Background: an optimization exercise with open tools, aiming at small area. Do not read the settings as production practice.
At most, simulation tests tie the RTL to the original design; equivalence was not proved.
Function not checked in run 2: the RTL went through the layout flow alone.
Power figures rest on the tool's default switching activity, not on a simulated workload.

`flow/design.v`:
```
package rule110_pkg;
  localparam int CELLS = 256;
  localparam int WORD  = 16;
  localparam int WORDS = CELLS / WORD;
  typedef enum logic {
    IDLE = 1'b0,
    RECV = 1'b1
  } rx_state_e;
endpackage
module rule110_step
(
  input  logic [rule110_pkg::CELLS-1:0] cur_i,
  output logic [rule110_pkg::CELLS-1:0] nxt_o
);
  logic [rule110_pkg::CELLS-1:0] left;
  logic [rule110_pkg::CELLS-1:0] right;
  assign left  = {1'b0, cur_i[rule110_pkg::CELLS-1:1]};
  assign right = {cur_i[rule110_pkg::CELLS-2:0], 1'b0};
  assign nxt_o = (left & cur_i & ~right) | (~left & cur_i) | (~cur_i & right);
endmodule
module rule110_frame_rx
(
  input  logic             clk,
  input  logic             rst,
  input  logic [rule110_pkg::WORD-1:0]  word_in,
  input  logic             word_valid,
  input  logic             sof,
  input  logic             check_en,
  output logic [rule110_pkg::CELLS-1:0] frame_out,
  output logic             frame_valid,
  output logic             mismatch,
  output logic             sync_err,
  output logic [15:0]      frame_count,
  output logic [7:0]       err_count,
  output rule110_pkg::rx_state_e state_dbg
);
  rule110_pkg::rx_state_e        state_q;
  logic [3:0]       idx_q;
  logic [rule110_pkg::CELLS-1:0] asm_q;
  logic [rule110_pkg::CELLS-1:0] frame_q;
  logic [rule110_pkg::CELLS-1:0] prev_q;
  logic             have_prev_q;
  logic             frame_valid_q;
  logic             mismatch_q;
  logic             sync_err_q;
  logic [15:0]      frame_count_q;
  logic [7:0]       err_count_q;
  logic [rule110_pkg::CELLS-1:0] asm_d;
  logic [rule110_pkg::CELLS-1:0] expected;
  logic             last_word;
  logic             mismatch_d;
  rule110_step u_step (
    .cur_i (prev_q),
    .nxt_o (expected)
  );
  assign asm_d      = {asm_q[rule110_pkg::CELLS-rule110_pkg::WORD-1:0], word_in};
  assign last_word  = (idx_q == 4'(rule110_pkg::WORDS - 1));
  assign mismatch_d = check_en & have_prev_q & (asm_d != expected);
  always_ff @(posedge clk) begin
    if (rst) begin
      state_q       <= rule110_pkg::IDLE;
      idx_q         <= '0;
      asm_q         <= '0;
      frame_q       <= '0;
      prev_q        <= '0;
      have_prev_q   <= 1'b0;
      frame_valid_q <= 1'b0;
      mismatch_q    <= 1'b0;
      sync_err_q    <= 1'b0;
      frame_count_q <= '0;
      err_count_q   <= '0;
    end else begin
      frame_valid_q <= 1'b0;
      mismatch_q    <= 1'b0;
      sync_err_q    <= 1'b0;
      if (word_valid) begin
        case (state_q)
          rule110_pkg::IDLE: begin
            if (sof) begin
              asm_q   <= asm_d;
              idx_q   <= 4'd1;
              state_q <= rule110_pkg::RECV;
            end else begin
              sync_err_q <= 1'b1;
            end
          end
          rule110_pkg::RECV: begin
            asm_q <= asm_d;
            if (sof) begin
              sync_err_q <= 1'b1;
              idx_q      <= 4'd1;
            end else begin
              idx_q <= idx_q + 4'd1;
              if (last_word) begin
                frame_q       <= asm_d;
                prev_q        <= asm_d;
                have_prev_q   <= 1'b1;
                frame_valid_q <= 1'b1;
                mismatch_q    <= mismatch_d;
                frame_count_q <= frame_count_q + 16'd1;
                if (mismatch_d && (err_count_q != 8'hFF)) begin
                  err_count_q <= err_count_q + 8'd1;
                end
                state_q <= rule110_pkg::IDLE;
              end
            end
          end
          default: state_q <= rule110_pkg::IDLE;
        endcase
      end
    end
  end
  assign frame_out   = frame_q;
  assign frame_valid = frame_valid_q;
  assign mismatch    = mismatch_q;
  assign sync_err    = sync_err_q;
  assign frame_count = frame_count_q;
  assign err_count   = err_count_q;
  assign state_dbg   = state_q;
endmodule
```
`flow/run.sh`:
```
#!/bin/bash
# synth_recipe.tcl (not shown) runs the flow's synth.tcl, then flattens the netlist and writes it again
# the make line also repeats each setting of config.mk as NAME=value (left out here)
make -C /OpenROAD-flow-scripts/flow DESIGN_CONFIG=/design/flow/config.mk WORK_HOME=/design/flow/orfs CLKGATE_MAP_FILE= SYNTH_SCRIPT=/design/flow/synth_recipe.tcl finish
```
`flow/config.mk`:
```
export PLATFORM = sky130hd
export DESIGN_NAME = rule110_frame_rx
export DESIGN_NICKNAME = rule110_frame_rx
export VERILOG_FILES = /design/flow/design.v
export SDC_FILE = /design/flow/constraint.sdc
export NUM_CORES = 4
export LEC_CHECK = 0
export CAP_MARGIN = 20
export CORE_MARGIN = 2
export CORE_UTILIZATION = 40
export PLACE_DENSITY = 0.6
export SLEW_MARGIN = 20
```
`flow/constraint.sdc`:
```
create_clock -name core_clock -period 5.0 [get_ports {clk}]
set_input_delay 1.0000 -clock core_clock [delete_from_list [all_inputs] [get_ports {clk}]]
set_output_delay 1.0000 -clock core_clock [all_outputs]
set_load 0.01 [all_outputs]
```
==> flow_summary_export.csv, run 1 <==
group,metric,value,unit
detailed_routing,routed_wirelength,130900,um
clock_tree,htreeDepth,2,
synthesis,synth-main-ff-cell,"dfxtp_1",
synthesis,syn_area_per_cell,7.237,um2
clock_tree,clock_path_buffers,3,
synthesis,synth_edf_count,0,
global_route,grt-ovfl-total,0,
floorplanning,die_w,253.1,um
timing,setup_viol,0,
critical_path,path_max_fanout,7,
clock_tree,post_cts_buffers,0,
floorplanning,io_pins,305,
synthesis,ys_seq_area_share,42.68,%
clock_tree,cts_buffers,57,
synthesis,syn_area,24810,um2
synthesis,synth.net_count,3453,
worst_hold_path,holdCritPathClass,"reg2reg",
layout,fillCellCount,6169,
synthesis,ys_seq_elements,529,
placed_design,dp_slack,0.8648,ns
global_route,grt_pass1_wl,180400,um
floorplanning,core,61480,um2
timing,fin_crit_sh,80.24,%
global_route,grt_max_degree,142,
synthesis,netlist_instances,3428,
critical_path,worst-endpoint-required,5.51,ns
timing,slew_headroom,9.512,%
critical_path,crit_path_start_kind,"register",
global_route,antenna_found_initial,17,
placed_design,place_congestion,1.095,
floorplanning,fp-row-count,91,
critical_path,cp-end-kind,"register",
detailed_routing,dr.pass1.iters,6,
detailed_routing,vias,26940,
detailed_routing,viasPerCell,6.014,
timing,min_period,4.012,ns
power_and_ir_drop,leakagePower,9.763,nW
detailed_routing,ant_nets,0,
timing,finalWorstSetupSlack,0.9880,ns
placed_design,placed_area,28660,um2
power_and_ir_drop,ir_worst_vdd,0.0002606,V
clock_tree,cts.reportedPaths.clkPinSlew,0.06,ns
layout,synthToLayoutAreaGrowth,23.57,%
layout,final_area,30660,um2
clock_tree,clkSinkCount,529,
placed_design,hpwl,100100,um
timing,rsz0062_at_grt,"no",
critical_path,worstRegToRegCells,9,
critical_path,r2r-start,"prev_q[93]",
floorplanning,dieArea,64030,um2
layout,layoutNonFillerInstCount,4479,
floorplanning,die_y,253.1,um
placed_design,port_buffers,304,
clock_tree,insertion_delay,0.63,ns
timing,setup_tns,0,ns
timing,holdWs,0.4740,ns
clock_tree,cts_resized,0,
critical_path,criticalPathCategory,"reg2reg",
global_route,grt.total_usage,39.64,%
global_route,grt_pass1_vias,23370,
clock_tree,cts_hold_buf,0,
power_and_ir_drop,powerDensity,297.4,nW/um2
layout,fin_nets,3666,
timing,max_freq,249.3,MHz
synthesis,yosys_warnings,1,
worst_hold_path,min_from,"prev_q[72]",
detailed_routing,drt-initial-drc-count,3519,
synthesis,yosysUniqueCellTypes,66,
placed_design,placed_cells,4372,
worst_hold_path,hold_depth,2,
clock_tree,clockRootBuffer,"clkbuf_16",
critical_path,arrival,4.52,ns
floorplanning,initial_core_util,40.35,%
clock_tree,cts_tree,"built",
worst_hold_path,holdPathEnd,"prev_q[72]",
detailed_routing,remaining_drc_errors,0,
critical_path,r2r_end,"err_count_q[2]",
outcome,status,"finished clean",
timing,hold_violations,0,
run,drv_cap,0,
detailed_routing,wire_per_inst,29.22,um
synthesis,postSynth.asyncResetShare,0,%
timing,final_max_slew_viol_count,0,
timing,worst_pin_slew,1.343,ns
critical_path,reg2reg_slack,0.99,ns
timing,clock_skew,0.02820,ns
layout,drive_above_1_share,4.205,%
==> flip-flops by register name (all words and copies together) (netlist names), 4 cells and up <==
name / cells
prev_q: 256
err_count_q: 8
asm_q: 240
frame_count_q: 16
idx_q: 4
==> logic make-up after synthesis <==
| family | Yosys count | synth area share [%] |
|---|---|---|
| DFF | 529 | 42.68 |
| adders and majority gates | 4 | 0.2017 |
| AOI/OAI and AO/OA | 888 | 19.82 |
| and+or+nand+nor | 1635 | 28.40 |
| muxes | 5 | 0.2370 |
| buffers and inverters | 214 | 3.253 |
| xor gates and xnor gates | 153 | 5.401 |
==> power breakdown <==
group | internal (mW) | leakage (nW) | switching, mW
clock | 2.67 | 0.979 | 1.88
combinational | 0.0738 | 4.52 | 0.245
sequential | 4.23 | 4.26 | 0.0263
total | 6.97 | 9.76 | 2.15
==> layer usage <==
layer  wire (um)  GRT usage [%]
met4        7042          18.88
met1       54130          54.56
met3       13000          8.059
met5         143              0
met2       56560          59.18
==> metrics by stage <==
stage                     utilization, %  power (mW)
after CTS                          49.85       9.121
after global routing               49.85       9.317
after floorplan                        -       4.509
after global placement             46.61       4.657
after detailed placement           46.61       4.655
final                              49.86       9.118
==> worst max path at each step <==
stage	endpoint	slack, ns	from
after floorplan	err_count_q[2]	2.00	word_in[1]
after global placement	err_count_q[2]	0.81	word_in[14]
after detailed placement	err_count_q[2]	0.86	word_in[14]
after CTS	err_count_q[2]	1.11	prev_q[129]
after global routing	err_count_q[2]	1.03	prev_q[129]
final	err_count_q[2]	0.99	prev_q[93]
==> cell usage in the layout (no fill, tap or decap), drive strengths merged, types with 10 or more instances in the layout <==
cell type      count
nor2             136
inv               19
nand4             54
xnor2             58
o22ai             13
xor2              95
buf               48
or3               11
a21oi            527
clkinv            13
nor4              31
clkdlybuf4s50    303
dfxtp            529
a221oi            10
a22oi             25
nand2           1060
nand3            154
a22o              12
nor3              54
and3              90
clkbuf            80
o21ai            207
==> cell usage after synthesis (17+ instances only) <==
master	number	area share (%)
xnor2_1	58	2.0
nor3_1	54	1.1
a22oi_1	25	0.76
dfxtp_1	529	43
o21ai_0	204	4.1
and3_1	90	2.3
nand4_1	54	1.4
nand3_1	154	3.1
a21oi_1	527	11
clkbuf_1	188	2.8
inv_1	17	0.26
xor2_1	95	3.4
nor4_1	31	0.78
nand2_1	1060	16
nor2_1	136	2.1
==> layout make-up <==
class	count	area, um2	share of cell area (%)
Multi-Input combinational cell	2685	13440	43.84
Sequential cell	529	10590	34.54
Timing Repair Buffer	351	3576	11.66
Clock buffer	80	1653	5.391
Tap cell	790	988.4	3.224
Clock inverter	24	337.8	1.102
Inverter	17	63.81	0.2081
Antenna cell	3	7.507	0.02449
==> worst max-delay path: stages (launching register included) <==
cell and delay [ns]:
dfxtp_1 0.37, and3_1 0.21, o21ai_0 0.82, nand4_1 0.16, nor4_1 0.75, and3_1 0.29, nand4_1 0.17, or4b_4 0.64
and3_1 0.20, mux2_4 0.29
==> run 2: changes to the inputs <==
==> flow/design.v (replaced) <==
package rule110_pkg;
  localparam int CELLS = 256;
  localparam int WORD  = 16;
  localparam int WORDS = CELLS / WORD;
  typedef enum logic {
    IDLE = 1'b0,
    RECV = 1'b1
  } rx_state_e;
endpackage
module rule110_step #(
  parameter int N = rule110_pkg::WORD
) (
  input  logic [N-1:0] cur_i,
  input  logic         l_i,
  input  logic         r_i,
  output logic [N-1:0] nxt_o
);
  logic [N-1:0] left;
  logic [N-1:0] right;
  assign left  = {l_i, cur_i[N-1:1]};
  assign right = {cur_i[N-2:0], r_i};
  assign nxt_o = (left & cur_i & ~right) | (~left & cur_i) | (~cur_i & right);
endmodule
module rule110_frame_rx
(
  input  logic             clk,
  input  logic             rst,
  input  logic [rule110_pkg::WORD-1:0]  word_in,
  input  logic             word_valid,
  input  logic             sof,
  input  logic             check_en,
  output logic [rule110_pkg::CELLS-1:0] frame_out,
  output logic             frame_valid,
  output logic             mismatch,
  output logic             sync_err,
  output logic [15:0]      frame_count,
  output logic [7:0]       err_count,
  output rule110_pkg::rx_state_e state_dbg
);
  localparam int CELLS = rule110_pkg::CELLS;
  localparam int WORD  = rule110_pkg::WORD;
  localparam int WORDS = rule110_pkg::WORDS;
  rule110_pkg::rx_state_e state_q;
  logic [3:0]             idx_q;
  logic [CELLS-WORD-1:0]  asm_q;      
  logic [CELLS-1:0]       frame_q;    
  logic                   have_prev_q;
  logic                   diff_q;     
  logic                   frame_valid_q;
  logic                   mismatch_q;
  logic                   sync_err_q;
  logic [15:0]            frame_count_q;
  logic [7:0]             err_count_q;
  logic                   recv;
  logic                   take;
  logic                   last;
  logic [3:0]             widx;
  logic [CELLS+1:0]       ext;
  logic [WORD+1:0]        win;
  logic [WORD-1:0]        exp_w;
  logic                   diff_w;
  logic                   diff_all;
  logic                   mismatch_d;
  assign recv = (state_q == rule110_pkg::RECV);
  assign take = word_valid & (sof | recv);           
  assign last = word_valid & recv & ~sof & (idx_q == 4'(WORDS - 1));
  assign widx = sof ? 4'd0 : idx_q;
  assign ext = {1'b0, frame_q, 1'b0};
  always_comb begin
    win = '0;
    for (int w = 0; w < WORDS; w++)
      if (widx == 4'(w)) win = ext[CELLS+1-WORD*w -: WORD+2];
  end
  rule110_step #(.N(WORD)) u_step (
    .cur_i (win[WORD:1]),
    .l_i   (win[WORD+1]),
    .r_i   (win[0]),
    .nxt_o (exp_w)
  );
  assign diff_w     = (word_in != exp_w);
  assign diff_all   = diff_w | diff_q;
  assign mismatch_d = check_en & have_prev_q & diff_all;
  always_ff @(posedge clk) begin
    asm_q <= ({CELLS-WORD{word_valid}} & {asm_q[CELLS-2*WORD-1:0], word_in})
           | ({CELLS-WORD{~word_valid}} & asm_q);
  end
  logic ld_frame;
  logic hold_frame;
  assign ld_frame   = last & ~rst;
  assign hold_frame = ~last & ~rst;
  always_ff @(posedge clk) begin
    frame_q <= ({CELLS{ld_frame}} & {asm_q, word_in}) | ({CELLS{hold_frame}} & frame_q);
  end
  always_ff @(posedge clk) begin
    if (take) diff_q <= diff_w | (diff_q & ~sof);
  end
  always_ff @(posedge clk) begin
    if (rst) begin
      state_q       <= rule110_pkg::IDLE;
      idx_q         <= '0;
      have_prev_q   <= 1'b0;
      frame_valid_q <= 1'b0;
      mismatch_q    <= 1'b0;
      sync_err_q    <= 1'b0;
      frame_count_q <= '0;
      err_count_q   <= '0;
    end else begin
      frame_valid_q <= last;
      mismatch_q    <= last & mismatch_d;
      sync_err_q    <= word_valid & (recv ? sof : ~sof);
      if (take) begin
        state_q <= rule110_pkg::RECV;
        idx_q   <= sof ? 4'd1 : idx_q + 4'd1;
      end
      if (last) begin
        have_prev_q   <= 1'b1;
        frame_count_q <= frame_count_q + 16'd1;
        if (mismatch_d && (err_count_q != 8'hFF)) begin
          err_count_q <= err_count_q + 8'd1;
        end
        state_q <= rule110_pkg::IDLE;
      end
    end
  end
  assign frame_out   = frame_q;
  assign frame_valid = frame_valid_q;
  assign mismatch    = mismatch_q;
  assign sync_err    = sync_err_q;
  assign frame_count = frame_count_q;
  assign err_count   = err_count_q;
  assign state_dbg   = state_q;
endmodule
--- a/flow/config.mk
+++ b/flow/config.mk
@@ -7,2 +7,3 @@
 export LEC_CHECK = 0
+export ABC_AREA = 1
 export CAP_MARGIN = 20
==> flow_summary_export.csv, run 2 <==
group,metric,value,unit
run,drv_cap,0,
timing,slew_headroom,27.28,%
power_and_ir_drop,pwr-share-clk,44.9,%
power_and_ir_drop,p_int,6.988,mW
synthesis,syn_area_per_cell,9.190,um2
critical_path,critical_path_depth,27,
critical_path,cp-end-kind,"register",
layout,synthToLayoutAreaGrowth,27.59,%
clock_tree,cts_buffers,56,
critical_path,crit_path_start_kind,"input port",
clock_tree,clock_path_buffers,3,
floorplanning,die_y,230.4,um
layout,final_area,26160,um2
power_and_ir_drop,pwr-share-seq,53.1,%
clock_tree,post_cts_buffers,0,
layout,drive_above_1_share,7.677,%
placed_design,port_buffers,304,
detailed_routing,wire_per_inst,20.15,um
critical_path,criticalPathCategory,"in2reg",
layout,fillCellCount,4577,
layout,layoutNonFillerInstCount,3252,
clock_tree,clkSinkCount,530,
critical_path,cpPeakStageDelay,0.53,ns
synthesis,yosys_warnings,1,
critical_path,path_buf_inv,4,
timing,setup_tns,0,ns
timing,rsz0062_at_grt,"no",
critical_path,worstRegToRegCells,24,
critical_path,r2r_end,"err_count_q[5]",
detailed_routing,drt-initial-drc-count,1728,
synthesis,yosysUniqueCellTypes,38,
timing,fin_crit_sh,88.12,%
clock_tree,htreeDepth,2,
critical_path,crit_family,"simple AND/OR/NAND/NOR gates",
power_and_ir_drop,p_sw_share,21.64,%
synthesis,yosys-top-cells-count,"nand2_1, dfxtp_1, nand3_1",
worst_hold_path,holdCritPathClass,"reg2reg",
synthesis,netlist_instances,2231,
global_route,antenna_found_initial,2,
synthesis,synth_top_area_share,35.30,%
detailed_routing,remaining_drc_errors,0,
global_route,grt.total_usage,24.24,%
synthesis,syn_area,20500,um2
power_and_ir_drop,switching_power,1.930,mW
floorplanning,fp-row-count,82,
detailed_routing,vias,16780,
layout,final_cell_mix,"nand2_1, clkdlybuf4s50_1, dfxtp_1, nand3_1, edfxtp_1",
timing,clock_skew,0.01677,ns
synthesis,ys_top_cells_by_area,"edfxtp_1, dfxtp_1, nand2_1",
critical_path,cp_common_cell,"nand2_1",
detailed_routing,routed_wirelength,65540,um
power_and_ir_drop,powerDensity,340.9,nW/um2
outcome,status,"finished clean",
timing,final_max_slew_viol_count,0,
critical_path,reg2reg_slack,1.03,ns
global_route,grt-ovfl-total,0,
layout,fin_nets,2559,
synthesis,ys_seq_area_share,63.51,%
clock_tree,cts_hold_buf,0,
timing,finalWorstSetupSlack,0.5941,ns
synthesis,ys_seq_elements,530,
detailed_routing,dr.pass1.iters,5,
timing,hold_violations,0,
clock_tree,cts_tree,"built",
global_route,grt_pass1_vias,15860,
floorplanning,die_w,230.4,um
timing,worst_pin_slew,1.091,ns
critical_path,cpMaxStageDelayCell,"clkdlybuf4s50_1",
placed_design,placed_cells,3148,
clock_tree,cts_resized,0,
synthesis,synth-main-ff-cell,"dfxtp_1",
critical_path,path_max_fanout,11,
clock_tree,insertion_delay,0.62,ns
placed_design,place_congestion,0.9089,
placed_design,placed_area,24380,um2
layout,layout_commonest_cell,"nand2_1",
global_route,grt_max_degree,149,
floorplanning,io_pins,305,
synthesis,synth.net_count,2256,
floorplanning,core,50380,um2
placed_design,dp_slack,0.08313,ns
critical_path,worstSetupStartpoint,"sof",
timing,max_freq,227.0,MHz
clock_tree,cts.reportedPaths.clkPinSlew,0.06,ns
timing,setup_viol,0,
global_route,grt_pass1_wl,97930,um
synthesis,synth_most_common_cell,"nand2_1",
critical_path,worst-endpoint-required,5.47,ns
floorplanning,dieArea,53090,um2
power_and_ir_drop,ir_worst_vdd,0.0002338,V
synthesis,postSynth.asyncResetShare,0,%
clock_tree,clockRootBuffer,"clkbuf_16",
critical_path,arrival,4.87,ns
floorplanning,initial_core_util,40.70,%
critical_path,crit_end,"err_count_q[5]",
placed_design,hpwl,46230,um
timing,min_period,4.406,ns
detailed_routing,viasPerCell,5.161,
power_and_ir_drop,leakagePower,9.999,nW
worst_hold_path,hold_depth,2,
power_and_ir_drop,power_frac_comb,2.0,%
synthesis,synth_edf_count,241,
detailed_routing,ant_nets,0,
synthesis,synth_largest_area_cell,"edfxtp_1",
critical_path,r2r-start,"idx_q[0]",
## run 2: cell count changes after synthesis, sizes merged, moves of 99 or more
cell and delta:
inv +175, nand2 -320, o21ai -99, edfxtp +241, clkbuf -123, a21oi -481, dfxtp -240, nand3 +128
## run 2: kinds of logic after synthesis
logic type	Yosys count	share of synthesized area, %
AOI/OAI and AO/OA	170	4.314
xor gates and xnor gates	3	0.1282
adders and majority gates	4	0.2441
buffers and inverters	294	5.718
DFF	530	63.51
and+or+nand+nor	1230	26.08
## run 2: how the worst min path moves through the flow
stage                     startpoint           end  slack, ns
final                       register  frame_q[249]       0.43
after global routing        register      register       0.45
after CTS                   register  frame_q[244]       0.44
after detailed placement    register  frame_q[249]       0.42
after global placement      register  frame_q[248]       0.42
after floorplan             register  frame_q[240]       0.41
## run 2: area by class of cell
cell class	instances	area [um2]	area share [%]
multi-input combinational	1407	6325	24.18
timing repair buffer	346	3451	13.19
clock inverter	24	182.7	0.6983
antenna	1	2.502	0.009565
inverter	193	739.5	2.827
tap	672	840.8	3.214
sequential	530	13020	49.78
clock buffer	79	1598	6.107
## run 2: through the flow
step	total power, mW	utilization, %	hold WS [ns]
global route	9.157	51.93	0.4497
detailed placement	5.007	48.39	0.4226
CTS	8.981	51.93	0.4359
floorplan	4.867	-	0.4119
finish	8.918	51.93	0.4327
global placement	5.002	48.39	0.4150
## run 2: power groups by stage
stage / Combinational (mW) / Sequential, mW / Clock, mW
floorplan: 0.0687 / 4.80 / 0
global placement: 0.175 / 4.83 / 0
detailed placement: 0.176 / 4.83 / 0
CTS: 0.176 / 4.74 / 4.07
global route: 0.189 / 4.75 / 4.22
finish: 0.175 / 4.74 / 4.01
## run 2: metal layers
layer	vias to the layer above	track usage (%)	share of wire [%]
met4	2	8.871	3.4
met1	7953	32.70	41
met3	100	4.891	8.9
li1	7980	-	-
met2	749	38.70	46
met5	-	0	0.017
## run 2: worst min-delay path, stage by stage (launching register included)
cell	delay, ns
edfxtp_1	0.32
nand2_1	0.05
nand2_1	0.04
==> run 3: changes to the inputs <==
--- a/flow/design.v
+++ b/flow/design.v
@@ -56,3 +56,3 @@
   logic                   last;
-  logic [3:0]             widx;
+  logic [WORDS-1:0]       sel;
   logic [CELLS+1:0]       ext;
@@ -66,8 +66,9 @@
   assign last = word_valid & recv & ~sof & (idx_q == 4'(WORDS - 1));
-  assign widx = sof ? 4'd0 : idx_q;
   assign ext = {1'b0, frame_q, 1'b0};
   always_comb begin
+    for (int w = 0; w < WORDS; w++)
+      sel[w] = (w == 0) ? sof : (~sof & (idx_q == 4'(w)));
     win = '0;
     for (int w = 0; w < WORDS; w++)
-      if (widx == 4'(w)) win = ext[CELLS+1-WORD*w -: WORD+2];
+      win = win | ({(WORD+2){sel[w]}} & ext[CELLS+1-WORD*w -: WORD+2]);
   end
==> flow/flow/run.sh (new file) <==
#!/bin/bash
# Standard layout with smaller port buffers and a clock tree without dummy loads.
set -e
cp standard.sh standard_sh.txt
cat >> config.mk <<'EOC'
export BUFFER_PORTS_ARGS = -buffer_cell sky130_fd_sc_hd__buf_1
export CTS_ARGS = -sink_clustering_enable -repair_clock_nets -dont_use_dummy_load
EOC
bash standard.sh > standard.log 2>&1
==> flow/standard.sh (new file) <==
#!/bin/bash
# synth_recipe.tcl (not shown) runs the flow's synth.tcl, then flattens the netlist and writes it again
# the make line also repeats each setting of config.mk as NAME=value (left out here)
make -C /OpenROAD-flow-scripts/flow DESIGN_CONFIG=/design/flow/config.mk WORK_HOME=/design/flow/orfs CLKGATE_MAP_FILE= SYNTH_SCRIPT=/design/flow/synth_recipe.tcl "${@:-finish}"
--- a/flow/config.mk
+++ b/flow/config.mk
@@ -10,4 +10,6 @@
 export CORE_MARGIN = 2
-export CORE_UTILIZATION = 40
-export PLACE_DENSITY = 0.6
+export CORE_UTILIZATION = 60
+export PLACE_DENSITY = 0.7
 export SLEW_MARGIN = 20
+export BUFFER_PORTS_ARGS = -buffer_cell sky130_fd_sc_hd__buf_1
+export CTS_ARGS = -sink_clustering_enable -repair_clock_nets -dont_use_dummy_load
removed: flow/run.sh
==> flow_summary_export.csv, run 3 <==
group,metric,value,unit
layout,layout_commonest_cell,"nand2_1",
floorplanning,core,32450,um2
detailed_routing,vias,15190,
critical_path,reg2reg_slack,1.37,ns
synthesis,syn_area_per_cell,10.67,um2
critical_path,r2r_end,"err_count_q[2]",
synthesis,synth_largest_area_cell,"edfxtp_1",
clock_tree,cts_resized,0,
synthesis,synth-main-ff-cell,"dfxtp_1",
critical_path,arrival,4.15,ns
worst_hold_path,holdCritPathClass,"reg2reg",
timing,setup_tns,0,ns
detailed_routing,ant_nets,0,
global_route,grt_pass1_wl,86000,um
global_route,busiest_layer,"met2",
synthesis,synth_top_area_share,36.77,%
placed_design,placed_area,21280,um2
critical_path,worst-endpoint-required,5.45,ns
floorplanning,dieArea,34270,um2
critical_path,path_max_fanout,9,
critical_path,worstRegToRegCells,22,
detailed_routing,drt-initial-drc-count,1667,
floorplanning,fp-row-count,66,
critical_path,path_cells,"buf_1, buf_4, inv_2, nand2_1, nor2_1, nand2_1, nand2_1, nor2_1, nand2_1, nor2_2, nor2_1, nand2_1, nand3_1, nand2_1, nor2_1, nand2_1, nor2_2, nand3_4, nand3_4, nand2_1, a21oi_1",
clock_tree,post_cts_buffers,0,
clock_tree,cts_tree,"built",
synthesis,syn_area,19680,um2
synthesis,yosys_warnings,1,
timing,slew_headroom,28.41,%
synthesis,yosysUniqueCellTypes,33,
clock_tree,insertion_delay,0.56,ns
clock_tree,clkSinkCount,530,
timing,setup_viol,0,
critical_path,crit_path_start_kind,"input port",
global_route,met3_usage,6.823,%
layout,fin_util,69.59,%
synthesis,synth.net_count,1872,
power_and_ir_drop,ir_worst_vdd,0.0003336,V
critical_path,cp-end-kind,"register",
layout,drive_above_1_share,5.143,%
floorplanning,io_pins,305,
global_route,grt_max_degree,146,
synthesis,netlist_instances,1844,
clock_tree,cts_hold_buf,0,
placed_design,port_buffers,304,
detailed_routing,remaining_drc_errors,0,
outcome,status,"finished clean",
clock_tree,cts.reportedPaths.clkPinSlew,0.06,ns
timing,rsz0062_at_grt,"no",
layout,final_area,22580,um2
timing,clock_skew,0.03657,ns
global_route,grt-ovfl-total,0,
floorplanning,die_w,185.1,um
synthesis,yosys-top-cells-count,"nand2_1, dfxtp_1, edfxtp_1",
placed_design,place_congestion,0.9841,
layout,fillCellCount,2509,
clock_tree,htreeDepth,2,
timing,min_period,3.699,ns
global_route,antenna_found_initial,0,
timing,hold_violations,0,
layout,fin_nets,2169,
worst_hold_path,hold_depth,0,
global_route,use_met1,47.95,%
timing,fin_crit_sh,73.99,%
global_route,grt_util_met2,52.18,%
synthesis,synth_most_common_cell,"nand2_1",
synthesis,postSynth.asyncResetShare,0,%
global_route,grt_pass1_vias,13850,
detailed_routing,wire_per_inst,22.77,um
synthesis,ys_seq_area_share,66.17,%
clock_tree,cts_buffers,52,
critical_path,cp_common_cell,"nand2_1",
timing,max_freq,270.3,MHz
detailed_routing,viasPerCell,5.883,
power_and_ir_drop,powerDensity,363.2,nW/um2
critical_path,criticalPathCategory,"in2reg",
detailed_routing,dr.pass1.iters,6,
critical_path,r2r-start,"idx_q[0]",
critical_path,cpMaxStageDelayCell,"nor2_1",
synthesis,ys_seq_elements,530,
placed_design,hpwl,41720,um
synthesis,ys_top_cells_by_area,"edfxtp_1, dfxtp_1, a22o_1",
clock_tree,clockRootBuffer,"clkbuf_16",
floorplanning,initial_core_util,60.64,%
power_and_ir_drop,leakagePower,8.959,nW
clock_tree,clock_path_buffers,3,
run,drv_cap,0,
critical_path,cpPeakStageDelay,0.62,ns
layout,synthToLayoutAreaGrowth,14.75,%
global_route,grt.total_usage,33.88,%
detailed_routing,routed_wirelength,58780,um
timing,final_max_slew_viol_count,0,
layout,final_cell_mix,"nand2_1, buf_1, dfxtp_1, edfxtp_1, a22o_1",
floorplanning,die_y,185.1,um
synthesis,synth_edf_count,241,
timing,worst_pin_slew,1.073,ns
[run 3: cell count changes after synthesis, sizes merged, moves of 8 or more]
cell,before,now
a21oi,46,19
nor3,17,9
nand2,740,505
a22o,0,234
o22ai,12,0
inv,192,104
nand3,282,149
o21ai,108,38
nand4,53,13
[run 3: through the flow]
stage	power, mW	hold slack, ns	setup WS (ns)	std cells
finish	8.203	0.4225	1.301	2582
CTS	8.218	0.4238	1.346	2581
global placement	5.002	0.4294	0.8559	2529
detailed placement	5.007	0.4359	0.8246	2529
global route	8.416	0.4280	1.083	2581
floorplan	4.873	0.4268	2.042	1844
[run 3: how the worst max path moves through the flow]
stage / from / slack (ns) / cells past startpoint / to
5_1_grt: sof / 1.08 / 21 / err_count_q[2]
3_3_place_gp: sof / 0.86 / 22 / err_count_q[0]
2_1_floorplan: sof / 2.04 / 21 / err_count_q[0]
4_1_cts: sof / 1.35 / 21 / err_count_q[6]
3_5_place_dp: sof / 0.82 / 21 / err_count_q[6]
6_report: sof / 1.30 / 21 / err_count_q[2]
[run 3: cells by family (layout without fill, tap and decap cells)]
kind of cell	count (synthesis)	in the layout	synth area share, %
buf+inv	191	486	3.859
xor+xnor	7	7	0.3115
mux	1	1	0.05086
compound gates	294	294	11.97
fa+ha+maj	7	7	0.4450
simple gates	814	814	17.19
other cells	0	1	0
flops	530	530	66.17
[run 3: report_power, final]
group / total, mW / switching [mW] / internal [mW]
Clock: 3.28 / 1.47 / 1.82
Combinational: 0.177 / 0.148 / 0.0292
Sequential: 4.74 / 0.0714 / 4.67
Total: 8.20 / 1.69 / 6.52
[run 3: final cells by class]
| type | instances | area [um2] | area share (%) |
|---|---|---|---|
| diodes | 1 | 2.502 | 0.01108 |
| clock buffers | 52 | 1301 | 5.762 |
| inverters | 104 | 390.4 | 1.729 |
| multi-input cells | 1123 | 5923 | 26.23 |
| flip-flops and latches | 530 | 13020 | 57.67 |
| well taps | 442 | 553.0 | 2.449 |
| repair buffers | 330 | 1390 | 6.155 |
[run 3: worst max-delay path: cells and delay by family]
kind	cells	cell delay, ns
AO/OA/AOI/OAI	1	0.14
buffers and inverters	3	0.39
AND/OR/NAND/NOR	17	2.60
[run 3: layer usage]
| layer | wire, um | share of wire (%) |
|---|---|---|
| met3 | 5864 | 10 |
| met4 | 2144 | 3.6 |
| met1 | 23950 | 41 |
| met5 | 0 | 0 |
| met2 | 26830 | 46 |
==> run 4: changes to the inputs <==
==> flow/flow/run.sh (replaced) <==
#!/bin/bash
# Standard layout with smaller port buffers and a clock tree without dummy loads.
set -e
cat >> config.mk <<'EOC'
export BUFFER_PORTS_ARGS = -buffer_cell sky130_fd_sc_hd__buf_1
export CTS_ARGS = -sink_clustering_enable -repair_clock_nets -dont_use_dummy_load -buf_list {sky130_fd_sc_hd__clkbuf_4} -sink_clustering_size 25
EOC
bash standard.sh > standard.log 2>&1
--- a/flow/config.mk
+++ b/flow/config.mk
@@ -14,2 +14,2 @@
 export BUFFER_PORTS_ARGS = -buffer_cell sky130_fd_sc_hd__buf_1
-export CTS_ARGS = -sink_clustering_enable -repair_clock_nets -dont_use_dummy_load
+export CTS_ARGS = -sink_clustering_enable -repair_clock_nets -dont_use_dummy_load -buf_list {sky130_fd_sc_hd__clkbuf_4} -sink_clustering_size 25
==> flow_summary_export.csv, run 4 <==
group,metric,value,unit
clock_tree,cts.reportedPaths.clkPinSlew,0.06,ns
synthesis,muxShareOfSynthArea,0.05086,%
layout,fin_nets,2253,
timing,worst_pin_slew,1.067,ns
critical_path,arrival,4.29,ns
timing,rsz0062_at_grt,"no",
synthesis,yosys-top-cells-count,"nand2_1, dfxtp_1, edfxtp_1",
synthesis,synth_most_common_cell,"nand2_1",
clock_tree,post_cts_buffers,0,
placed_design,port_buffers,304,
placed_design,placed_cells,2529,
timing,setup_viol,0,
detailed_routing,drt-initial-drc-count,1653,
timing,fin_crit_sh,72.30,%
clock_tree,htreeDepth,4,
clock_tree,insertion_delay,0.82,ns
clock_tree,clockRootBuffer,"clkbuf_4",
critical_path,cpPeakStageDelay,0.43,ns
synthesis,yosys_warnings,1,
synthesis,ys_top_cells_by_area,"edfxtp_1, dfxtp_1, a22o_1",
layout,fillCellCount,2589,
timing,clock_skew,0.06591,ns
power_and_ir_drop,leakagePower,8.944,nW
floorplanning,dieArea,34270,um2
placed_design,dp_slack,0.8246,ns
synthesis,synth_top_family_by_area,"simple AND/OR/NAND/NOR gates",
outcome,status,"finished clean",
global_route,grt_pass1_wl,86890,um
synthesis,syn_area_per_cell,10.67,um2
synthesis,synth.net_count,1872,
critical_path,path_buf_inv,3,
synthesis,synth_largest_area_cell,"edfxtp_1",
detailed_routing,vias,15630,
detailed_routing,ant_nets,0,
critical_path,cp-end-kind,"register",
critical_path,worst-endpoint-required,5.68,ns
power_and_ir_drop,p_total,7.649,mW
detailed_routing,remaining_drc_errors,0,
synthesis,synth-compound-area-share,11.97,%
clock_tree,cts_resized,0,
synthesis,synth_top_area_share,36.77,%
synthesis,synth_xor_area_share,0.3115,%
global_route,grt_pass1_vias,14490,
global_route,grt_max_degree,146,
global_route,grt.total_usage,34.47,%
layout,layout_commonest_cell,"nand2_1",
critical_path,r2r-start,"idx_q[0]",
critical_path,path_cells,"inv_1, ha_1, inv_1, nor2_2, buf_4, nand3_1, nand2_1, nor2_1, nand2_1, nor2_2, nor2_1, nand2_1, nand2_1, nand2_1, nand2_1, nor2_1, nand2_1, nor2_2, nand3_4, nand3_4, nand2_1, a21oi_1",
global_route,antenna_found_initial,1,
layout,drive_above_1_share,8.727,%
critical_path,r2r_end,"err_count_q[5]",
floorplanning,initial_core_util,60.64,%
synthesis,netlist_instances,1844,
placed_design,hpwl,41720,um
synthesis,yosysUniqueCellTypes,33,
floorplanning,io_pins,305,
worst_hold_path,holdCritPathClass,"reg2reg",
synthesis,synthAdderAreaFrac,0.4450,%
layout,layoutNonFillerInstCount,2666,
synthesis,ys_seq_area_share,66.17,%
critical_path,path_max_fanout,16,
power_and_ir_drop,ir_worst_vdd,0.0002434,V
detailed_routing,dr.pass1.iters,5,
layout,final_cell_mix,"nand2_1, buf_1, dfxtp_1, edfxtp_1, a22o_1",
synthesis,syn_area,19680,um2
run,drv_cap,0,
critical_path,crit_path_start_kind,"register",
placed_design,place_congestion,0.9841,
synthesis,postSynth.asyncResetShare,0,%
detailed_routing,wire_per_inst,22.30,um
critical_path,cpMaxStageDelayCell,"dfxtp_1",
timing,slew_headroom,28.82,%
critical_path,criticalPathCategory,"reg2reg",
critical_path,crit_family,"simple AND/OR/NAND/NOR gates",
global_route,grt-ovfl-total,0,
layout,synthToLayoutAreaGrowth,13.33,%
clock_tree,clock_path_buffers,3,
timing,min_period,3.615,ns
timing,setup_tns,0,ns
synthesis,yosys.area_share.simple,17.19,%
timing,final_max_slew_viol_count,0,
timing,hold_violations,0,
clock_tree,cts_buffers,136,
power_and_ir_drop,powerDensity,343.0,nW/um2
floorplanning,core,32450,um2
worst_hold_path,hold_depth,0,
detailed_routing,viasPerCell,5.862,
floorplanning,fp-row-count,66,
critical_path,reg2reg_slack,1.39,ns
clock_tree,cts_hold_buf,0,
synthesis,synth_edf_count,241,
clock_tree,cts_tree,"built",
clock_tree,clkSinkCount,530,
timing,finalWorstSetupSlack,1.385,ns
floorplanning,die_y,185.1,um
critical_path,worstRegToRegCells,22,
synthesis,synth-main-ff-cell,"dfxtp_1",
detailed_routing,routed_wirelength,59450,um
synthesis,ys_seq_elements,530,
critical_path,cp_common_cell,"nand2_1",
timing,max_freq,276.6,MHz
floorplanning,die_w,185.1,um
timing,holdWs,0.4204,ns
-- run 4: cell counts after synthesis --
No cell type changed its count.
-- run 4: worst reg2reg max path, stage by stage (launching register included) --
cell and delay (ns):
dfxtp_1 0.43, inv_1 0.10, ha_1 0.25, inv_1 0.08
nor2_2 0.08, buf_4 0.25, nand3_1 0.11, nand2_1 0.07
nor2_1 0.35, nand2_1 0.16, nor2_2 0.23, nor2_1 0.14
nand2_1 0.17, nand2_1 0.07, nand2_1 0.06, nand2_1 0.05
nor2_1 0.17, nand2_1 0.09, nor2_2 0.15, nand3_4 0.17
nand3_4 0.16, nand2_1 0.07, a21oi_1 0.12
-- run 4: cell families (layout without fill, tap and decap cells) --
kind of cell,Yosys count,after routing
buffers and inverters,191,570
XOR/XNOR,7,7
AO/OA/AOI/OAI,294,294
multiplexers,1,1
other,0,1
adder cells (fa/ha/maj),7,7
AND/OR/NAND/NOR,814,814
flip-flops,530,530
-- run 4: cell type report --
class | instances | area [um2] | share of cell area, %
tap | 442 | 553.0 | 2.480
inverter | 104 | 390.4 | 1.750
sequential | 530 | 13020 | 58.39
timing repair buffer | 330 | 1390 | 6.233
antenna | 1 | 2.502 | 0.01122
multi-input combinational | 1123 | 5923 | 26.56
clock buffer | 136 | 1021 | 4.578
-- run 4: report_power, final --
group	switching (mW)	internal, mW	leakage [nW]
logic	0.149	0.0292	3.64
clock network	1.49	1.24	0.626
registers	0.0716	4.67	4.68
total	1.71	5.94	8.94
-- run 4: worst max-delay path by stage --
stage	from	to	slack [ns]	depth (start not counted)
floorplan	sof	err_count_q[0]	2.04	21
global placement	sof	err_count_q[0]	0.86	22
detailed placement	sof	err_count_q[6]	0.82	21
CTS	idx_q[0]	err_count_q[0]	1.45	23
global route	idx_q[2]	err_count_q[2]	1.21	21
finish	idx_q[0]	err_count_q[5]	1.39	22
-- run 4: routing by layer --
layer	part of all wire (%)	vias up	wire length [um]	global-route usage [%]
met1	41	7505	24580	47.39
met5	0	-	0	0
met4	3.0	0	1760	13.78
li1	-	7168	-	-
met3	9.6	85	5723	8.317
met2	46	869	27390	52.99
-- run 4: stage by stage --
stage / utilization [%] / area [um2]
2_1_floorplan: - / 19680
3_3_place_gp: 65.57 / 21280
3_5_place_dp: 65.57 / 21280
4_1_cts: 68.71 / 22300
5_1_grt: 68.72 / 22300
6_report: 68.72 / 22300
==> run 5: changes to the inputs <==
==> flow/flow/run.sh (replaced) <==
#!/bin/bash
# Standard layout with smaller port buffers and a clock tree without dummy loads.
set -e
cat >> config.mk <<'EOC'
export BUFFER_PORTS_ARGS = -buffer_cell sky130_fd_sc_hd__buf_1
export CTS_ARGS = -sink_clustering_enable -repair_clock_nets -dont_use_dummy_load -buf_list {sky130_fd_sc_hd__clkbuf_8}
EOC
bash standard.sh > standard.log 2>&1
--- a/flow/config.mk
+++ b/flow/config.mk
@@ -14,2 +14,2 @@
 export BUFFER_PORTS_ARGS = -buffer_cell sky130_fd_sc_hd__buf_1
-export CTS_ARGS = -sink_clustering_enable -repair_clock_nets -dont_use_dummy_load -buf_list {sky130_fd_sc_hd__clkbuf_4} -sink_clustering_size 25
+export CTS_ARGS = -sink_clustering_enable -repair_clock_nets -dont_use_dummy_load -buf_list {sky130_fd_sc_hd__clkbuf_8}
==> flow_summary_export.csv, run 5 <==
group,metric,value,unit
floorplanning,dieArea,34270,um2
synthesis,netlist_instances,1844,
timing,worst_pin_slew,1.072,ns
global_route,grt_pass1_vias,14030,
timing,slew_headroom,28.47,%
synthesis,synth_edf_count,241,
global_route,grt_max_degree,146,
clock_tree,cts_hold_buf,0,
synthesis,yosys_warnings,1,
floorplanning,die_y,185.1,um
layout,fin_util,69.13,%
outcome,status,"finished clean",
floorplanning,core,32450,um2
clock_tree,clockRootBuffer,"clkbuf_8",
critical_path,cp-end-kind,"register",
detailed_routing,wire_per_inst,22.67,um
synthesis,yosys-top-cells-count,"nand2_1, dfxtp_1, edfxtp_1",
layout,layout_commonest_cell,"nand2_1",
timing,min_period,3.644,ns
detailed_routing,dr.pass1.iters,6,
timing,max_freq,274.4,MHz
clock_tree,cts_resized,0,
placed_design,port_buffers,304,
placed_design,dp_slack,0.8246,ns
timing,final_max_slew_viol_count,0,
layout,final_area,22440,um2
synthesis,syn_area_per_cell,10.67,um2
timing,setup_viol,0,
layout,drive_above_1_share,6.541,%
floorplanning,io_pins,305,
clock_tree,htreeDepth,3,
global_route,grt.total_usage,34.27,%
layout,fillCellCount,2545,
synthesis,postSynth.asyncResetShare,0,%
synthesis,ys_top_cells_by_area,"edfxtp_1, dfxtp_1, a22o_1",
power_and_ir_drop,powerDensity,350.9,nW/um2
global_route,antenna_found_initial,0,
synthesis,syn_area,19680,um2
detailed_routing,remaining_drc_errors,0,
synthesis,ys_seq_area_share,66.17,%
floorplanning,fp-row-count,66,
run,drv_cap,0,
floorplanning,die_w,185.1,um
timing,rsz0062_at_grt,"no",
timing,clock_skew,0.05335,ns
clock_tree,cts.reportedPaths.clkPinSlew,0.06,ns
placed_design,placed_area,21280,um2
critical_path,reg2reg_slack,1.37,ns
detailed_routing,vias,15280,
clock_tree,clkSinkCount,530,
clock_tree,post_cts_buffers,0,
layout,synthToLayoutAreaGrowth,14.00,%
synthesis,synth.net_count,1872,
timing,finalWorstSetupSlack,1.356,ns
power_and_ir_drop,leakagePower,8.922,nW
critical_path,criticalPathCategory,"in2reg",
placed_design,hpwl,41720,um
layout,diodes,0,
detailed_routing,ant_nets,0,
timing,hold_violations,0,
detailed_routing,viasPerCell,5.847,
global_route,grt-ovfl-total,0,
critical_path,path_max_fanout,9,
clock_tree,insertion_delay,0.64,ns
synthesis,ys_seq_elements,530,
synthesis,synth_largest_area_cell,"edfxtp_1",
placed_design,place_congestion,0.9841,
critical_path,worst-endpoint-required,5.49,ns
synthesis,synth-main-ff-cell,"dfxtp_1",
synthesis,synth_most_common_cell,"nand2_1",
critical_path,crit_path_start_kind,"input port",
worst_hold_path,holdCritPathClass,"reg2reg",
clock_tree,cts_tree,"built",
timing,fin_crit_sh,72.89,%
power_and_ir_drop,ir_worst_vdd,0.0002494,V
clock_tree,clock_path_buffers,3,
critical_path,arrival,4.13,ns
detailed_routing,routed_wirelength,59240,um
clock_tree,cts_buffers,84,
global_route,grt_pass1_wl,86310,um
floorplanning,initial_core_util,60.64,%
synthesis,yosysUniqueCellTypes,33,
detailed_routing,drt-initial-drc-count,1608,
timing,setup_tns,0,ns
layout,final_cell_mix,"nand2_1, buf_1, dfxtp_1, edfxtp_1, a22o_1",
layout,fin_nets,2201,
synthesis,synth_top_area_share,36.77,%
[run 5: cell counts after synthesis]
Identical to the previous run, type by type.
[run 5: worst paths after layout]
kind                                from        endpoint  cells past startpoint
worst max-delay path                 sof  err_count_q[0]                     22
worst min-delay path            register        register                      0
worst max register to register  idx_q[0]  err_count_q[0]                     23
worst min register to register  register        register                      0
[run 5: layout make-up]
| type | instances | area (um2) | area share (%) |
|---|---|---|---|
| clock buffers | 84 | 1156 | 5.153 |
| inverters | 104 | 390.4 | 1.740 |
| multi-input cells | 1123 | 5923 | 26.40 |
| flip-flops and latches | 530 | 13020 | 58.04 |
| well taps | 442 | 553.0 | 2.465 |
| repair buffers | 330 | 1390 | 6.196 |
[run 5: through the flow]
stage / cells / hold slack (ns) / total power, mW
final: 2613 / 0.4320 / 7.872
after global routing: 2613 / 0.4372 / 8.104
after CTS: 2613 / 0.4275 / 7.901
after detailed placement: 2529 / 0.4359 / 5.007
after global placement: 2529 / 0.4294 / 5.002
after floorplan: 1844 / 0.4268 / 4.873
[run 5: per-layer routing]
layer | routed length (um) | GRT usage (%)
met4 | 1992 | 12.86
met3 | 5683 | 8.219
met5 | 0 | 0
met2 | 27120 | 52.36
met1 | 24450 | 47.78
[run 5: cell families (layout without fill, tap and decap cells)]
| kind of cell | Yosys count | count (layout) | synth area share, % |
|---|---|---|---|
| buf+inv | 191 | 518 | 3.859 |
| simple gates | 814 | 814 | 17.19 |
| compound gates | 294 | 294 | 11.97 |
| flops | 530 | 530 | 66.17 |
| xor+xnor | 7 | 7 | 0.3115 |
| fa+ha+maj | 7 | 7 | 0.4450 |
| mux | 1 | 1 | 0.05086 |
[run 5: report_power, final]
group          total (mW)  switching, mW  internal (mW)
Sequential           4.74         0.0713           4.67
Clock                2.95           1.47           1.48
Combinational       0.178          0.149         0.0292
[run 5: critical path, cell delays in order]
cell	delay [ns]
buf_1	0.09
buf_4	0.18
inv_2	0.13
nand2_1	0.16
nor2_2	0.47
nand2_1	0.11
nand2_1	0.17
nor2_1	0.10
nand2_1	0.10
nor2_2	0.07
nor2_1	0.25
nand2_1	0.20
nand3_1	0.11
nand2_1	0.05
nor2_1	0.17
nand2_1	0.09
nor2_2	0.15
nand3_4	0.16
nand3_4	0.15
nand2_1	0.07
nand2_1	0.06
nor2_1	0.05
==> run 6: changes to the inputs <==
==> flow/flow/run.sh (replaced) <==
#!/bin/bash
# Standard layout (the standard.sh, unchanged synthesis) with two changes:
# port buffers use buf_1 instead of clkdlybuf4s50_1, and the clock tree uses
# clkbuf_8 with larger sink clusters and no dummy loads.
set -e
cat >> config.mk <<'EOC'
export BUFFER_PORTS_ARGS = -buffer_cell sky130_fd_sc_hd__buf_1
export CTS_ARGS = -sink_clustering_enable -repair_clock_nets -dont_use_dummy_load -buf_list {sky130_fd_sc_hd__clkbuf_8} -sink_clustering_size 20 -sink_clustering_max_diameter 50
EOC
bash standard.sh > standard.log 2>&1
--- a/flow/config.mk
+++ b/flow/config.mk
@@ -14,2 +14,2 @@
 export BUFFER_PORTS_ARGS = -buffer_cell sky130_fd_sc_hd__buf_1
-export CTS_ARGS = -sink_clustering_enable -repair_clock_nets -dont_use_dummy_load -buf_list {sky130_fd_sc_hd__clkbuf_8}
+export CTS_ARGS = -sink_clustering_enable -repair_clock_nets -dont_use_dummy_load -buf_list {sky130_fd_sc_hd__clkbuf_8} -sink_clustering_size 20 -sink_clustering_max_diameter 50
==> flow_summary_export.csv, run 6 <==
group,metric,value,unit
layout,multi_input_area,5923,um2
floorplanning,io_pins,305,
timing,hold_violations,0,
critical_path,crit_path_start_kind,"input port",
floorplanning,die_w,185.1,um
outcome,status,"finished clean",
global_route,grt_pass1_wl,85130,um
synthesis,synth.net_count,1872,
power_and_ir_drop,ir_worst_vdd,0.0002913,V
layout,fin_nets,2160,
detailed_routing,dr.pass1.iters,6,
clock_tree,insertion_delay,0.61,ns
power_and_ir_drop,switching_power,1.512,mW
power_and_ir_drop,p_int,5.464,mW
synthesis,synth_top_area_share,36.77,%
power_and_ir_drop,power_frac_comb,2.6,%
timing,max_freq,269.8,MHz
layout,drive_above_1_share,4.742,%
clock_tree,cts_tree,"built",
critical_path,arrival,4.18,ns
clock_tree,cts_hold_buf,0,
synthesis,ys_seq_elements,530,
global_route,grt.total_usage,33.58,%
critical_path,criticalPathCategory,"in2reg",
layout,layout_commonest_cell,"nand2_1",
placed_design,dp_slack,0.8246,ns
synthesis,syn_area,19680,um2
layout,final_area,21870,um2
floorplanning,initial_core_util,60.64,%
layout,fillCellCount,2603,
floorplanning,core,32450,um2
synthesis,yosysUniqueCellTypes,33,
timing,setup_tns,0,ns
synthesis,synth-main-ff-cell,"dfxtp_1",
floorplanning,fp-row-count,66,
detailed_routing,remaining_drc_errors,0,
detailed_routing,routed_wirelength,58410,um
timing,setup_viol,0,
clock_tree,clock_path_buffers,3,
placed_design,place_congestion,0.9841,
synthesis,netlist_instances,1844,
placed_design,hpwl,41720,um
clock_tree,cts.reportedPaths.clkPinSlew,0.10,ns
timing,slew_headroom,28.57,%
global_route,grt_max_degree,146,
critical_path,reg2reg_slack,1.32,ns
power_and_ir_drop,leakagePower,8.628,nW
synthesis,yosys-top-cells-count,"nand2_1, dfxtp_1, edfxtp_1",
timing,fin_crit_sh,74.13,%
layout,final_cell_mix,"nand2_1, buf_1, dfxtp_1, edfxtp_1, a22o_1",
critical_path,cp-end-kind,"register",
critical_path,path_max_fanout,9,
global_route,antenna_found_initial,0,
critical_path,r2r-start,"idx_q[0]",
placed_design,port_buffers,304,
detailed_routing,drt-initial-drc-count,1656,
clock_tree,clkSinkCount,530,
power_and_ir_drop,powerDensity,318.9,nW/um2
global_route,grt-ovfl-total,0,
critical_path,worstRegToRegCells,21,
global_route,grt_pass1_vias,13720,
detailed_routing,vias,15090,
floorplanning,die_y,185.1,um
synthesis,ys_seq_area_share,66.17,%
layout,synthToLayoutAreaGrowth,11.15,%
synthesis,postSynth.asyncResetShare,0,%
synthesis,yosys_warnings,1,
clock_tree,cts_resized,0,
clock_tree,htreeDepth,2,
power_and_ir_drop,p_sw_share,21.67,%
timing,final_max_slew_viol_count,0,
placed_design,placed_area,21280,um2
timing,min_period,3.707,ns
synthesis,synth_edf_count,241,
worst_hold_path,hold_depth,0,
worst_hold_path,holdCritPathClass,"reg2reg",
detailed_routing,ant_nets,0,
power_and_ir_drop,p_total,6.976,mW
clock_tree,cts_buffers,43,
synthesis,synth_most_common_cell,"nand2_1",
critical_path,worst-endpoint-required,5.47,ns
power_and_ir_drop,pwr-share-clk,29.6,%
timing,finalWorstSetupSlack,1.293,ns
floorplanning,dieArea,34270,um2
detailed_routing,viasPerCell,5.864,
synthesis,ys_top_cells_by_area,"edfxtp_1, dfxtp_1, a22o_1",
synthesis,synth_largest_area_cell,"edfxtp_1",
timing,clock_skew,0.07439,ns
timing,rsz0062_at_grt,"no",
layout,regArea,13020,um2
timing,worst_pin_slew,1.070,ns
clock_tree,clockRootBuffer,"clkbuf_8",
clock_tree,post_cts_buffers,0,
detailed_routing,wire_per_inst,22.70,um
synthesis,syn_area_per_cell,10.67,um2
run,drv_cap,0,
critical_path,r2r_end,"err_count_q[6]",
power_and_ir_drop,pwr-share-seq,67.9,%
[run 6: cell counts after synthesis]
No cell type changed its count.
[run 6: final cells by class]
type                    count  area share, %
multi-input cells        1123          27.08
flip-flops and latches    530          59.54
repair buffers            330          6.355
diodes                      1        0.01144
clock buffers              43          2.706
inverters                 104          1.785
well taps                 442          2.528
[run 6: logic make-up (layout without fill, tap and decap cells)]
family,count (synthesis),after routing,synth area share (%)
mux,1,1,0.05086
other cells,0,1,0
xor+xnor,7,7,0.3115
buf+inv,191,477,3.859
simple gates,814,814,17.19
fa+ha+maj,7,7,0.4450
flops,530,530,66.17
compound gates,294,294,11.97
[run 6: worst max-delay path by stage]
stage                     start             end  slack, ns  cells past startpoint
final                       sof  err_count_q[6]       1.29                     21
after CTS                   sof  err_count_q[6]       1.40                     21
after detailed placement    sof  err_count_q[6]       0.82                     21
after floorplan             sof  err_count_q[0]       2.04                     21
after global routing        sof  err_count_q[2]       1.06                     21
after global placement      sof  err_count_q[0]       0.86                     22
[run 6: through the flow]
stage,utilization (%),hold slack (ns),cells
floorplan,-,0.4268,1844
global placement,65.57,0.4294,2529
detailed placement,65.57,0.4359,2529
CTS,67.39,0.3939,2572
global route,67.39,0.4108,2572
finish,67.40,0.4005,2573
[run 6: worst max-delay path: stages]
cell	delay [ns]
buf_1	0.09
buf_4	0.18
inv_2	0.13
nand2_1	0.16
nor2_2	0.47
nand2_1	0.10
nand2_1	0.17
nor2_1	0.10
nand2_1	0.10
nor2_2	0.08
nor2_1	0.29
nand2_1	0.21
nand3_1	0.12
nand2_1	0.05
nor2_1	0.16
nand2_1	0.09
nor2_2	0.15
nand3_4	0.17
nand3_4	0.15
nand2_1	0.06
a21oi_1	0.13
[run 6: power groups by stage]
stage	combinational (mW)	sequential, mW	clock, mW
2_1_floorplan	0.0751	4.80	0
3_3_place_gp	0.174	4.83	0
3_5_place_dp	0.174	4.83	0
4_1_cts	0.175	4.73	2.08
5_1_grt	0.190	4.75	2.23
6_report	0.178	4.73	2.06
[run 6: routing by layer]
| layer | up-vias | share of wire, % | GRT usage, % |
|---|---|---|---|
| met5 | - | 0 | 0 |
| met4 | 0 | 3.4 | 11.43 |
| met3 | 104 | 9.7 | 6.744 |
| met2 | 794 | 46 | 51.99 |
| met1 | 7247 | 41 | 47.58 |
| li1 | 6944 | - | - |
==> run 7: changes to the inputs <==
==> flow/flow/run.sh (replaced) <==
#!/bin/bash
# The standard layout with three changes:
#  - after the standard synthesis (unchanged), the combinational gates are
#    re-mapped by ABC for area (flow/remap.ys); registers keep names and cells;
#  - port buffers use buf_1 instead of clkdlybuf4s50_1;
#  - the clock tree uses clkbuf_8 with larger sink clusters and no dummy loads.
set -e
cat >> config.mk <<'EOC'
export BUFFER_PORTS_ARGS = -buffer_cell sky130_fd_sc_hd__buf_1
export CTS_ARGS = -sink_clustering_enable -repair_clock_nets -dont_use_dummy_load -buf_list {sky130_fd_sc_hd__clkbuf_8} -sink_clustering_size 20 -sink_clustering_max_diameter 50
EOC
bash standard.sh synth > standard_synth.log 2>&1
R=orfs/results/$FLOW_PLATFORM/rule110_frame_rx/base
cp $R/1_2_yosys.v $R/1_2_yosys_std.v
LIB=$FLOW_HOME/platforms/$FLOW_PLATFORM/lib/sky130_fd_sc_hd__tt_025C_1v80.lib
sed -e "s|@LIB@|$LIB|g" -e "s|@IN@|$R/1_2_yosys_std.v|g" -e "s|@OUT@|$R/1_2_yosys_remap.v|g" \
    -e "s|@TOP@|$FLOW_TOP|g" -e "s|@ABC@|flow/remap.abc|g" -e "s|@STAT@|remap_stat.txt|g" \
    flow/remap.ys.in > remap.ys
YOSYS=$(command -v yosys || echo $FLOW_HOME/../tools/install/yosys/bin/yosys)
"$YOSYS" -s remap.ys > remap.log 2>&1
cp $R/1_2_yosys_remap.v $R/1_2_yosys.v
rm -f $R/1_synth.odb $R/1_synth.sdc
bash standard.sh > standard.log 2>&1
==> flow/flow/remap.abc (new file) <==
&get -n
&st
&dch
&nf -a -R 1000
&put
==> flow/flow/remap.ys.in (new file) <==
# Re-map the combinational logic of the standard synthesis for area. The
# flip-flops (and every other sequential cell) are kept as they are, with their
# names and cell types; only the gates between them are re-mapped.
read_liberty -ignore_miss_func @LIB@
read_verilog -defer @IN@
hierarchy -top @TOP@
setattr -mod -set keep_hierarchy 1 sky130_fd_sc_hd__*df* sky130_fd_sc_hd__*dl* sky130_fd_sc_hd__conb_1
flatten
delete t:$scopeinfo
rename -hide w:*.*
select -module @TOP@
opt -full
abc -liberty @LIB@ -dont_use sky130_fd_sc_hd__probe_p_8 -dont_use sky130_fd_sc_hd__probec_p_8 -dont_use sky130_fd_sc_hd__lpflow_* -script @ABC@
opt_clean -purge
hilomap -singleton -hicell sky130_fd_sc_hd__conb_1 HI -locell sky130_fd_sc_hd__conb_1 LO
insbuf -buf sky130_fd_sc_hd__buf_4 A X
opt_clean -purge
tee -o @STAT@ stat -liberty @LIB@
write_verilog -noattr -nohex -nodec -selected @OUT@
==> flow_summary_export.csv, run 7 <==
group,metric,value,unit
detailed_routing,wl_met2,22630,um
power_and_ir_drop,p_sw_share,21.04,%
placed_design,hpwl,31140,um
synthesis,synth.net_count,1163,
synthesis,netlist_instances,1142,
synthesis,syn_area_per_cell,15.45,um2
clock_tree,cts.reportedPaths.clkPinSlew,0.11,ns
floorplanning,dieArea,30800,um2
timing,clock_skew,0.07088,ns
critical_path,worst-endpoint-required,5.42,ns
floorplanning,core,28860,um2
clock_tree,insertion_delay,0.59,ns
floorplanning,initial_core_util,61.16,%
detailed_routing,viasPerCell,6.574,
power_and_ir_drop,power_frac_comb,2.0,%
outcome,status,"finished clean",
critical_path,arrival,4.64,ns
global_route,grt_max_degree,215,
power_and_ir_drop,switching_power,1.437,mW
timing,worst_pin_slew,1.343,ns
clock_tree,post_cts_buffers,0,
power_and_ir_drop,p_int,5.392,mW
global_route,grt-ovfl-total,0,
timing,fin_crit_sh,84.39,%
synthesis,syn_area,17650,um2
synthesis,yosys_warnings,1,
layout,fillCellCount,2136,
power_and_ir_drop,pwr-share-clk,28.8,%
detailed_routing,dr.pass1.iters,5,
detailed_routing,routed_wirelength,48210,um
clock_tree,cts_hold_buf,0,
placed_design,place_congestion,0.8295,
layout,layout_commonest_cell,"buf_1",
timing,max_freq,237.0,MHz
floorplanning,io_pins,305,
clock_tree,clkSinkCount,530,
placed_design,placed_cells,1869,
run,drv_cap,0,
floorplanning,die_y,175.5,um
timing,slew_headroom,10.47,%
timing,rsz0062_at_grt,"no",
detailed_routing,met1Wirelength,19470,um
power_and_ir_drop,pwr-share-seq,69.2,%
timing,setup_tns,0,ns
layout,layoutNonFillerInstCount,1908,
power_and_ir_drop,p_total,6.829,mW
timing,hold_violations,0,
global_route,grt.total_usage,30.34,%
clock_tree,clock_path_buffers,3,
critical_path,criticalPathCategory,"in2reg",
clock_tree,htreeDepth,2,
critical_path,crit_path_start_kind,"input port",
detailed_routing,vias,12540,
timing,final_max_slew_viol_count,0,
power_and_ir_drop,leakagePower,6.914,nW
detailed_routing,wire_per_inst,25.27,um
worst_hold_path,holdCritPathClass,"reg2reg",
global_route,grt_pass1_wl,71460,um
global_route,grt_pass1_vias,11670,
clock_tree,cts_buffers,39,
power_and_ir_drop,ir_worst_vdd,0.0002594,V
power_and_ir_drop,powerDensity,336.9,nW/um2
floorplanning,fp-row-count,62,
floorplanning,die_w,175.5,um
global_route,antenna_found_initial,0,
critical_path,cp-end-kind,"register",
critical_path,path_max_fanout,10,
clock_tree,clockRootBuffer,"clkbuf_8",
placed_design,port_buffers,304,
detailed_routing,drt-initial-drc-count,1490,
timing,setup_viol,0,
layout,synthToLayoutAreaGrowth,14.87,%
timing,min_period,4.219,ns
layout,diodes,0,
layout,fin_nets,1547,
clock_tree,cts_tree,"built",
clock_tree,cts_resized,0,
detailed_routing,wl_met3,4706,um
detailed_routing,remaining_drc_errors,0,
layout,drive_above_1_share,6.562,%
detailed_routing,routed.top_layer,"met4",
detailed_routing,ant_nets,0,
layout,final_cell_mix,"buf_1, dfxtp_1, a22o_1, edfxtp_1, a22oi_1",
## run 7: worst paths after layout
check	startpoint	to	slack [ns]	cells past startpoint
worst max-delay path	sof	frame_count_q[15]	0.78	17
worst min-delay path	register	register	0.42	0
worst max register to register	idx_q[0]	frame_count_q[15]	0.88	16
worst min register to register	register	register	0.42	0
## run 7: power by group through the flow
stage	logic (mW)	registers (mW)	clock network, mW
floorplan	0.0428	4.80	0
finish	0.140	4.72	1.97
CTS	0.139	4.72	1.99
global route	0.149	4.74	2.14
detailed placement	0.139	4.82	0
global placement	0.139	4.81	0
## run 7: layout make-up
type	count	area, um2	area share, %
multi-input cells	611	4702	23.19
repair buffers	343	1526	7.530
flip-flops and latches	530	13020	64.24
inverters	1	3.754	0.01852
clock buffers	39	536.8	2.648
well taps	384	480.5	2.370
## run 7: layer usage
metal | up-vias | track usage [%]
li1 | 5486 | -
met1 | 6303 | 44.07
met2 | 659 | 46.80
met3 | 96 | 6.472
met4 | 0 | 8.368
met5 | - | 0
## run 7: per-stage QoR
step	utilization, %	area, um2	worst slack [ns]	hold WS (ns)
2_1_floorplan	-	17680	0.00002531	0.4268
3_3_place_gp	68.39	19740	0.4467	0.4286
3_5_place_dp	68.39	19740	0.2800	0.4345
4_1_cts	70.25	20270	0.8365	0.4182
5_1_grt	70.25	20270	0.5318	0.4311
6_report	70.25	20270	0.7807	0.4219
## run 7: critical path, stage by stage
cell      delay (ns)
clkbuf_2        0.13
nor2b_2         0.18
nand2_2         0.13
nor2_4          0.41
buf_4           0.21
and3_1          0.27
and3_1          0.26
and3_1          0.24
and3_1          0.21
and2_0          0.24
and3_1          0.28
and3_1          0.24
and2_0          0.22
and3_1          0.22
and2_0          0.20
a21oi_1         0.09
o21a_1          0.11

re-timing with driven ports:
No port has a modelled driver above. Below, the same layouts with a new extraction and two added sets of constraints.
Step 1, drivers: a clkbuf_16 drives clk and a buf_2 each remaining input, both assumed.
Step 2 also shifts input and output timing later by t, the mid clock arrival at the registers, as if the neighbouring blocks saw the same clock.
Three values: no drivers, after step 1, after step 2; two values: the first two.
| run | shift t [ns] | slack for setup (ns) | worst hold slack (ns) | worst slew at a driven data input, ns | pins driven straight from the clock port |
|---|---|---|---|---|---|
| run 1 | 0.693 | 0.988 / 0.988 / 0.693 | 0.474 / 0.474 / 0.474 | 0.05 | 1 |
| run 2 | 0.661 | 0.594 / 0.567 / -0.093 | 0.433 / 0.433 / 0.433 | 0.08 | 1 |
| run 3 | 0.601 | 1.301 / 1.335 / 0.734 | 0.422 / 0.422 / 0.422 | 0.05 | 1 |
| run 4 | 0.842 | 1.385 / 1.385 / 0.722 | 0.420 / 0.420 / 0.420 | 0.05 | 1 |
| run 5 | 0.669 | 1.356 / 1.373 / 0.717 | 0.432 / 0.432 / 0.432 | 0.05 | 1 |
| run 6 | 0.621 | 1.293 / 1.316 / 0.702 | 0.401 / 0.401 / 0.401 | 0.05 | 1 |
| run 7 | 0.603 | 0.781 / 0.768 / 0.165 | 0.422 / 0.422 / 0.422 | 0.08 | 1 |
With both steps, setup timing fails in run 2, where it was met with ideal ports. For run 2, which loses most, drivers alone change the setup slack by -0.027 ns; drivers and shift together by -0.687 ns.
